From an optimization exercise on the open Yosys and OpenROAD flow, aimed at small area and a short achievable clock period; shortcuts taken in it are not production practice.
Only simulation tests tie the RTL to the original design; equivalence was not proved.
Power figures rest on the tool's default switching activity, not on a simulated workload.

==> flow/design.v <==
package rv_pkg;
    localparam int xlen       = 32;
    localparam int reg_addr_w = 5;
    localparam int n_regs     = 32;
    localparam int funct3_w   = 3;
    localparam logic [xlen-1:0] reset_pc = 32'h0040_0000;
    localparam logic [4:0] op_op_imm = 5'b00100;
    localparam logic [4:0] op_auipc  = 5'b00101;
    localparam logic [4:0] op_op     = 5'b01100;
    localparam logic [4:0] op_lui    = 5'b01101;
    localparam logic [funct3_w-1:0] alu_add  = 3'd0;
    localparam logic [funct3_w-1:0] alu_sll  = 3'd1;
    localparam logic [funct3_w-1:0] alu_slt  = 3'd2;
    localparam logic [funct3_w-1:0] alu_sltu = 3'd3;
    localparam logic [funct3_w-1:0] alu_xor  = 3'd4;
    localparam logic [funct3_w-1:0] alu_sr   = 3'd5;  
    localparam logic [funct3_w-1:0] alu_or   = 3'd6;
    localparam logic [funct3_w-1:0] alu_and  = 3'd7;
endpackage
import rv_pkg::*;
module fetch_unit (
    input  logic            clk,
    input  logic            rst_n,
    output logic [xlen-1:0] icache_addr,
    output logic [xlen-1:2] pc_dec
);
    logic [xlen-1:2] pc;
    always_ff @(posedge clk) begin
        if (!rst_n)
            pc <= reset_pc[xlen-1:2];
        else
            pc <= pc + 30'd1;
    end
    assign icache_addr = {pc, 2'b00};
    assign pc_dec      = pc - 30'd1;
endmodule
import rv_pkg::*;
module inst_decoder (
    input  logic [xlen-1:2]       ir,
    output logic                  is_op,
    output logic                  is_op_imm,
    output logic                  is_lui,
    output logic                  is_auipc,
    output logic [xlen-1:0]       imm,
    output logic [9:0]            sel,    
    output logic                  sub,
    output logic                  sra
);
    logic [2:0] f3;
    assign is_op     = ir[6:2] == op_op;
    assign is_op_imm = ir[6:2] == op_op_imm;
    assign is_lui    = ir[6:2] == op_lui;
    assign is_auipc  = ir[6:2] == op_auipc;
    assign f3 = ir[14:12];
    assign imm = (is_lui | is_auipc) ? {ir[31:12], 12'd0} : {{20{ir[31]}}, ir[31:20]};
    logic alu_op;
    assign alu_op = is_op | is_op_imm;
    always_comb begin
        sel = '0;
        if (alu_op)
            sel[f3] = 1'b1;
        else
            sel[0] = 1'b1;
    end
    assign sub = alu_op & ((f3 == alu_add & ir[30] & is_op) | f3 == alu_slt | f3 == alu_sltu);
    assign sra = ir[30] & (f3 == alu_sr);
endmodule
import rv_pkg::*;
module alu (
    input  logic [xlen-1:0] a,
    input  logic [xlen-1:0] bx,
    input  logic [9:0]      sel,    
    input  logic            sub,
    input  logic            sra,
    input  logic [4:0]      shl,    
    input  logic [4:0]      shr,    
    output logic [xlen-1:0] sum,
    output logic [xlen-1:0] sll,
    output logic [xlen-1:0] sr,
    output logic [xlen-1:0] lg,     
    output logic            cmp,    
    output logic [xlen-1:0] r
);
    logic [xlen+1:0] s;
    logic            cout;
    logic            lt;
    logic            ltu;
    assign s    = {1'b0, a, 1'b1} + {1'b0, bx, sub};
    assign sum  = s[xlen:1];
    assign cout = s[xlen+1];
    assign ltu  = ~cout;
    assign lt   = (a[xlen-1] ^ bx[xlen-1]) ? sum[xlen-1] : a[xlen-1];
    assign sll = a << shl;
    assign sr  = xlen'($signed({sra & a[xlen-1], a}) >>> shr);
    assign lg  = ({xlen{sel[4]}} & (a ^ bx))
               | ({xlen{sel[6]}} & (a | bx))
               | ({xlen{sel[7]}} & (a & bx));
    assign cmp = (sel[2] & lt) | (sel[3] & ltu);
    assign r = ({xlen{sel[0]}} & sum)
             | ({xlen{sel[1]}} & sll)
             | ({xlen{sel[5]}} & sr)
             | lg
             | {31'd0, cmp};
endmodule
import rv_pkg::*;
module gpr_file (
    input  logic                  clk,
    input  logic [n_regs-1:1]     rs1_sel,   
    input  logic [n_regs-1:1]     rs2_sel,
    output logic [xlen-1:0]       rs1,
    output logic [xlen-1:0]       rs2,
    input  logic [reg_addr_w-1:0] wr_addr,   
    input  logic [xlen-1:0]       wr_data
);
    logic [xlen-1:0] regs [1:n_regs-1];  
    always_ff @(posedge clk) begin
        if (wr_addr != '0)
            regs[wr_addr] <= wr_data;
    end
    always_comb begin
        rs1 = '0;
        rs2 = '0;
        for (int i = 1; i < n_regs; i++) begin
            rs1 = rs1 | ({xlen{rs1_sel[i]}} & regs[i]);
            rs2 = rs2 | ({xlen{rs2_sel[i]}} & regs[i]);
        end
    end
endmodule
import rv_pkg::*;
module rv_core (
    input  logic                          clk,
    input  logic                          rst_n,
    input  logic [rv_pkg::xlen-1:0]       icache_data,
    output logic [rv_pkg::xlen-1:0]       icache_addr,
    output logic                          wb_valid,
    output logic [rv_pkg::reg_addr_w-1:0] wb_rd,
    output logic [rv_pkg::xlen-1:0]       wb_data
);
    logic [xlen-1:2] pc_dec;
    logic [xlen-1:2] ir;
    logic            d_valid;
    fetch_unit u_fetch (.clk(clk), .rst_n(rst_n), .icache_addr(icache_addr), .pc_dec(pc_dec));
    logic [n_regs-1:1] rs1_sel_f, rs2_sel_f;
    logic [n_regs-1:1] rs1_sel, rs2_sel;
    logic              f_rs1, f_rs2;
    logic              fw1_f, fw2_f;
    logic              fw1, fw2;
    logic [4:0]        e_rd;      
    assign f_rs1 = icache_data[6:2] == op_op || icache_data[6:2] == op_op_imm;
    assign f_rs2 = icache_data[6:2] == op_op;
    assign fw1_f = f_rs1 && icache_data[19:15] == e_rd && e_rd != 5'd0;
    assign fw2_f = f_rs2 && icache_data[24:20] == e_rd && e_rd != 5'd0;
    always_comb begin
        for (int i = 1; i < n_regs; i++) begin
            rs1_sel_f[i] = f_rs1 && !fw1_f && icache_data[19:15] == reg_addr_w'(i);
            rs2_sel_f[i] = f_rs2 && !fw2_f && icache_data[24:20] == reg_addr_w'(i);
        end
    end
    always_ff @(posedge clk) begin
        ir      <= icache_data[xlen-1:2];
        d_valid <= rst_n;
        rs1_sel <= rs1_sel_f;
        rs2_sel <= rs2_sel_f;
        fw1     <= fw1_f;
        fw2     <= fw2_f;
    end
    logic            is_op, is_op_imm, is_lui, is_auipc;
    logic [xlen-1:0] imm;
    logic [9:0]      sel_d;
    logic            sub_d, sra_d;
    inst_decoder u_dec (
        .ir(ir), .is_op(is_op), .is_op_imm(is_op_imm), .is_lui(is_lui), .is_auipc(is_auipc),
        .imm(imm), .sel(sel_d), .sub(sub_d), .sra(sra_d)
    );
    logic [4:0]      rs1_a, rs2_a, rd_d;
    logic [xlen-1:0] rf1, rf2;
    logic            exec_d;
    assign rs1_a  = ir[19:15];
    assign rs2_a  = ir[24:20];
    assign rd_d   = ir[11:7];
    assign exec_d = d_valid & (is_op | is_op_imm | is_lui | is_auipc);
    logic            e_valid;
    logic [xlen-1:0] e_a, e_bx;    
    logic [4:0]      e_shl, e_shr;  
    logic [9:0]      e_sel;
    logic            e_sub, e_sra;
    logic [4:0]      w_rd;
    logic [xlen-1:0] w_data;
    logic [xlen-1:0] r;         
    gpr_file u_gpr (
        .clk(clk), .rs1_sel(rs1_sel), .rs2_sel(rs2_sel), .rs1(rf1), .rs2(rf2),
        .wr_addr(w_rd), .wr_data(w_data)
    );
    logic use_rs1, use_rs2;
    logic fa_d, fb_d;
    logic [xlen-1:0] a_d, b_d;
    assign use_rs1 = is_op | is_op_imm;
    assign use_rs2 = is_op;
    assign fa_d = use_rs1 & (rs1_a != 5'd0) & (rs1_a == e_rd);
    assign fb_d = use_rs2 & (rs2_a != 5'd0) & (rs2_a == e_rd);
    assign a_d = rf1 | (fw1 ? w_data : '0) | (is_auipc ? {pc_dec, 2'b00} : '0);
    assign b_d = rf2 | (fw2 ? w_data : '0) | (use_rs2 ? '0 : imm);
    logic [xlen-1:0] sum, sll, sr, lg;
    logic            cmp;
    logic            fbp, fbn;
    logic [xlen-1:0] a_nxt, b_nxt, bx_nxt;
    assign fbp = fb_d & ~sub_d;
    assign fbn = fb_d & sub_d;
    assign a_nxt = ({xlen{fa_d & e_sel[0]}} & sum)
                 | ({xlen{fa_d & e_sel[1]}} & sll)
                 | ({xlen{fa_d & e_sel[5]}} & sr)
                 | ({xlen{fa_d}} & lg)
                 | {31'd0, fa_d & cmp}
                 | ({xlen{~fa_d}} & a_d);
    assign b_nxt = ({xlen{fb_d & e_sel[0]}} & sum)
                 | ({xlen{fb_d & e_sel[1]}} & sll)
                 | ({xlen{fb_d & e_sel[5]}} & sr)
                 | ({xlen{fb_d}} & lg)
                 | {31'd0, fb_d & cmp}
                 | ({xlen{~fb_d}} & b_d);
    assign bx_nxt = ({xlen{fbp & e_sel[0]}} & sum)
                  | ({xlen{fbp & e_sel[1]}} & sll)
                  | ({xlen{fbp & e_sel[5]}} & sr)
                  | ({xlen{fbp}} & lg)
                  | {31'd0, fbp & cmp}
                  | ~(({xlen{fbn & e_sel[0]}} & sum)
                    | ({xlen{fbn & e_sel[1]}} & sll)
                    | ({xlen{fbn & e_sel[5]}} & sr)
                    | ({xlen{fbn}} & lg)
                    | {31'd0, fbn & cmp}
                    | ({xlen{~fbn}} & {xlen{1'b1}}))
                  | ({xlen{~fb_d}} & (b_d ^ {xlen{sub_d}}));
    always_ff @(posedge clk) begin
        e_valid <= rst_n & exec_d;
        e_rd    <= (rst_n & exec_d) ? rd_d : 5'd0;
        e_a     <= a_nxt;
        e_bx    <= bx_nxt;
        e_shl   <= sel_d[1] ? b_nxt[4:0] : 5'd0;
        e_shr   <= sel_d[5] ? b_nxt[4:0] : 5'd0;
        e_sel   <= sel_d;
        e_sub   <= sub_d;
        e_sra   <= sra_d;
    end
    alu u_alu (.a(e_a), .bx(e_bx), .sel(e_sel), .sub(e_sub), .sra(e_sra), .shl(e_shl), .shr(e_shr),
              .sum(sum), .sll(sll), .sr(sr), .lg(lg), .cmp(cmp), .r(r));
    always_ff @(posedge clk) begin
        wb_valid <= rst_n & e_valid;
        w_rd     <= e_rd;
        w_data   <= r;
    end
    assign wb_rd   = w_rd;
    assign wb_data = w_data;
endmodule
Settings: LEC_CHECK=0, CAP_MARGIN=20, CORE_MARGIN=2, CORE_UTILIZATION=40, CTS_CLUSTER_SIZE=30, SETUP_SLACK_MARGIN=5, SLEW_MARGIN=20, TNS_END_PERCENT=10; clock period 8.0 ns.
standard.sh (not shown) runs the stock make flow with config.mk's settings and CLKGATE_MAP_FILE= SYNTH_SCRIPT=/design/flow/synth_recipe.tcl, a recipe that flattens the netlist after the stock synthesis.
==> flow/flow/run.sh <==
#!/bin/bash
# The standard layout (the standard.sh, standard synthesis unchanged), with
# two placement/resizing options changed:
#  - ports are buffered with buf_4 instead of the slow delay cell that
#    buffer_ports picks by default;
#  - the resizer may swap a cell for one with a different footprint.
set -uo pipefail
bash standard.sh \
  "BUFFER_PORTS_ARGS=-buffer_cell sky130_fd_sc_hd__buf_4" \
  MATCH_CELL_FOOTPRINT=0 \
  finish > standard.log 2>&1
Change:
--- a/flow/design.v
+++ b/flow/design.v
@@ -66,44 +66,40 @@
     assign sra = ir[30] & (f3 == alu_sr);
 endmodule
 import rv_pkg::*;
 module alu (
     input  logic [xlen-1:0] a,
     input  logic [xlen-1:0] bx,
-    input  logic [9:0]      sel,    
+    input  logic [9:0]      sel,
     input  logic            sub,
     input  logic            sra,
     input  logic [4:0]      shl,    
     input  logic [4:0]      shr,    
-    output logic [xlen-1:0] sum,
-    output logic [xlen-1:0] sll,
-    output logic [xlen-1:0] sr,
-    output logic [xlen-1:0] lg,     
-    output logic            cmp,    
     output logic [xlen-1:0] r
 );
     logic [xlen+1:0] s;
+    logic [xlen-1:0] sum;
     logic            cout;
     logic            lt;
     logic            ltu;
+    logic [xlen-1:0] sll;
+    logic [xlen-1:0] sr;
     assign s    = {1'b0, a, 1'b1} + {1'b0, bx, sub};
     assign sum  = s[xlen:1];
     assign cout = s[xlen+1];
     assign ltu  = ~cout;
     assign lt   = (a[xlen-1] ^ bx[xlen-1]) ? sum[xlen-1] : a[xlen-1];
     assign sll = a << shl;
     assign sr  = xlen'($signed({sra & a[xlen-1], a}) >>> shr);
-    assign lg  = ({xlen{sel[4]}} & (a ^ bx))
-               | ({xlen{sel[6]}} & (a | bx))
-               | ({xlen{sel[7]}} & (a & bx));
-    assign cmp = (sel[2] & lt) | (sel[3] & ltu);
     assign r = ({xlen{sel[0]}} & sum)
              | ({xlen{sel[1]}} & sll)
+             | {31'd0, (sel[2] & lt) | (sel[3] & ltu)}
+             | ({xlen{sel[4]}} & (a ^ bx))
              | ({xlen{sel[5]}} & sr)
-             | lg
-             | {31'd0, cmp};
+             | ({xlen{sel[6]}} & (a | bx))
+             | ({xlen{sel[7]}} & (a & bx));
 endmodule
 import rv_pkg::*;
 module gpr_file (
     input  logic                  clk,
     input  logic [n_regs-1:1]     rs1_sel,   
     input  logic [n_regs-1:1]     rs2_sel,
@@ -197,55 +193,26 @@
     assign use_rs1 = is_op | is_op_imm;
     assign use_rs2 = is_op;
     assign fa_d = use_rs1 & (rs1_a != 5'd0) & (rs1_a == e_rd);
     assign fb_d = use_rs2 & (rs2_a != 5'd0) & (rs2_a == e_rd);
     assign a_d = rf1 | (fw1 ? w_data : '0) | (is_auipc ? {pc_dec, 2'b00} : '0);
     assign b_d = rf2 | (fw2 ? w_data : '0) | (use_rs2 ? '0 : imm);
-    logic [xlen-1:0] sum, sll, sr, lg;
-    logic            cmp;
-    logic            fbp, fbn;
-    logic [xlen-1:0] a_nxt, b_nxt, bx_nxt;
-    assign fbp = fb_d & ~sub_d;
-    assign fbn = fb_d & sub_d;
-    assign a_nxt = ({xlen{fa_d & e_sel[0]}} & sum)
-                 | ({xlen{fa_d & e_sel[1]}} & sll)
-                 | ({xlen{fa_d & e_sel[5]}} & sr)
-                 | ({xlen{fa_d}} & lg)
-                 | {31'd0, fa_d & cmp}
-                 | ({xlen{~fa_d}} & a_d);
-    assign b_nxt = ({xlen{fb_d & e_sel[0]}} & sum)
-                 | ({xlen{fb_d & e_sel[1]}} & sll)
-                 | ({xlen{fb_d & e_sel[5]}} & sr)
-                 | ({xlen{fb_d}} & lg)
-                 | {31'd0, fb_d & cmp}
-                 | ({xlen{~fb_d}} & b_d);
-    assign bx_nxt = ({xlen{fbp & e_sel[0]}} & sum)
-                  | ({xlen{fbp & e_sel[1]}} & sll)
-                  | ({xlen{fbp & e_sel[5]}} & sr)
-                  | ({xlen{fbp}} & lg)
-                  | {31'd0, fbp & cmp}
-                  | ~(({xlen{fbn & e_sel[0]}} & sum)
-                    | ({xlen{fbn & e_sel[1]}} & sll)
-                    | ({xlen{fbn & e_sel[5]}} & sr)
-                    | ({xlen{fbn}} & lg)
-                    | {31'd0, fbn & cmp}
-                    | ({xlen{~fbn}} & {xlen{1'b1}}))
-                  | ({xlen{~fb_d}} & (b_d ^ {xlen{sub_d}}));
+    logic [xlen-1:0] b_nxt;
+    assign b_nxt = fb_d ? r : b_d;
     always_ff @(posedge clk) begin
         e_valid <= rst_n & exec_d;
         e_rd    <= (rst_n & exec_d) ? rd_d : 5'd0;
-        e_a     <= a_nxt;
-        e_bx    <= bx_nxt;
+        e_a     <= fa_d ? r : a_d;
+        e_bx    <= b_nxt ^ {xlen{sub_d}};
         e_shl   <= sel_d[1] ? b_nxt[4:0] : 5'd0;
         e_shr   <= sel_d[5] ? b_nxt[4:0] : 5'd0;
         e_sel   <= sel_d;
         e_sub   <= sub_d;
         e_sra   <= sra_d;
     end
-    alu u_alu (.a(e_a), .bx(e_bx), .sel(e_sel), .sub(e_sub), .sra(e_sra), .shl(e_shl), .shr(e_shr),
-              .sum(sum), .sll(sll), .sr(sr), .lg(lg), .cmp(cmp), .r(r));
+    alu u_alu (.a(e_a), .bx(e_bx), .sel(e_sel), .sub(e_sub), .sra(e_sra), .shl(e_shl), .shr(e_shr), .r(r));
     always_ff @(posedge clk) begin
         wb_valid <= rst_n & e_valid;
         w_rd     <= e_rd;
         w_data   <= r;
     end
     assign wb_rd   = w_rd;
- flip-flop and latch count is unchanged
- die area barely changes
- final area is about the same
- first-iteration DRC count came out lower by 5.8%
- area after synthesis stays flat
- hold slack is better by 0.0034 ns
- wire length grows by 0.65%
- clock-buffer cell count climbs by 6
- fmax rises by 0.36%
- setup slack gains 0.012 ns
- via count came out higher by 0.34%
- sequential power barely changes

separate check: timing with driven ports:
The results above use ideal ports. As a check the final layouts listed here were re-extracted and re-timed, cells and wires unchanged. Step 1, drivers: a clkbuf_16 drives clk and a buf_2 each remaining input, both assumed. Step 2 adds t to the input delays and takes it off the output delays; t is the mean of the earliest and latest rising clock arrival at the registers after step 1. Input paths then give back, and output paths get back, about the clock's delay inside the block. Slacks: no drivers / after step 1 / after step 2; pairs: no drivers / after step 1.
| run | shift t [ns] | setup slack, ns | hold slack, ns | worst setup path at the end | latest minus earliest clock arrival (ns) |
|---|---|---|---|---|---|
| the first run | 0.859 | 4.738 / 4.738 / 4.501 | 0.421 / 0.421 / 0.421 | input to register | 0.039 / 0.039 |
| the second run | 0.867 | 4.750 / 4.703 / 4.494 | 0.424 / 0.424 / 0.424 | input to register | 0.051 / 0.050 |
After both steps every run listed still meets setup and hold. The setup slack of the second run, which loses most, moves by -0.047 ns with the drivers and by -0.256 ns with both steps.
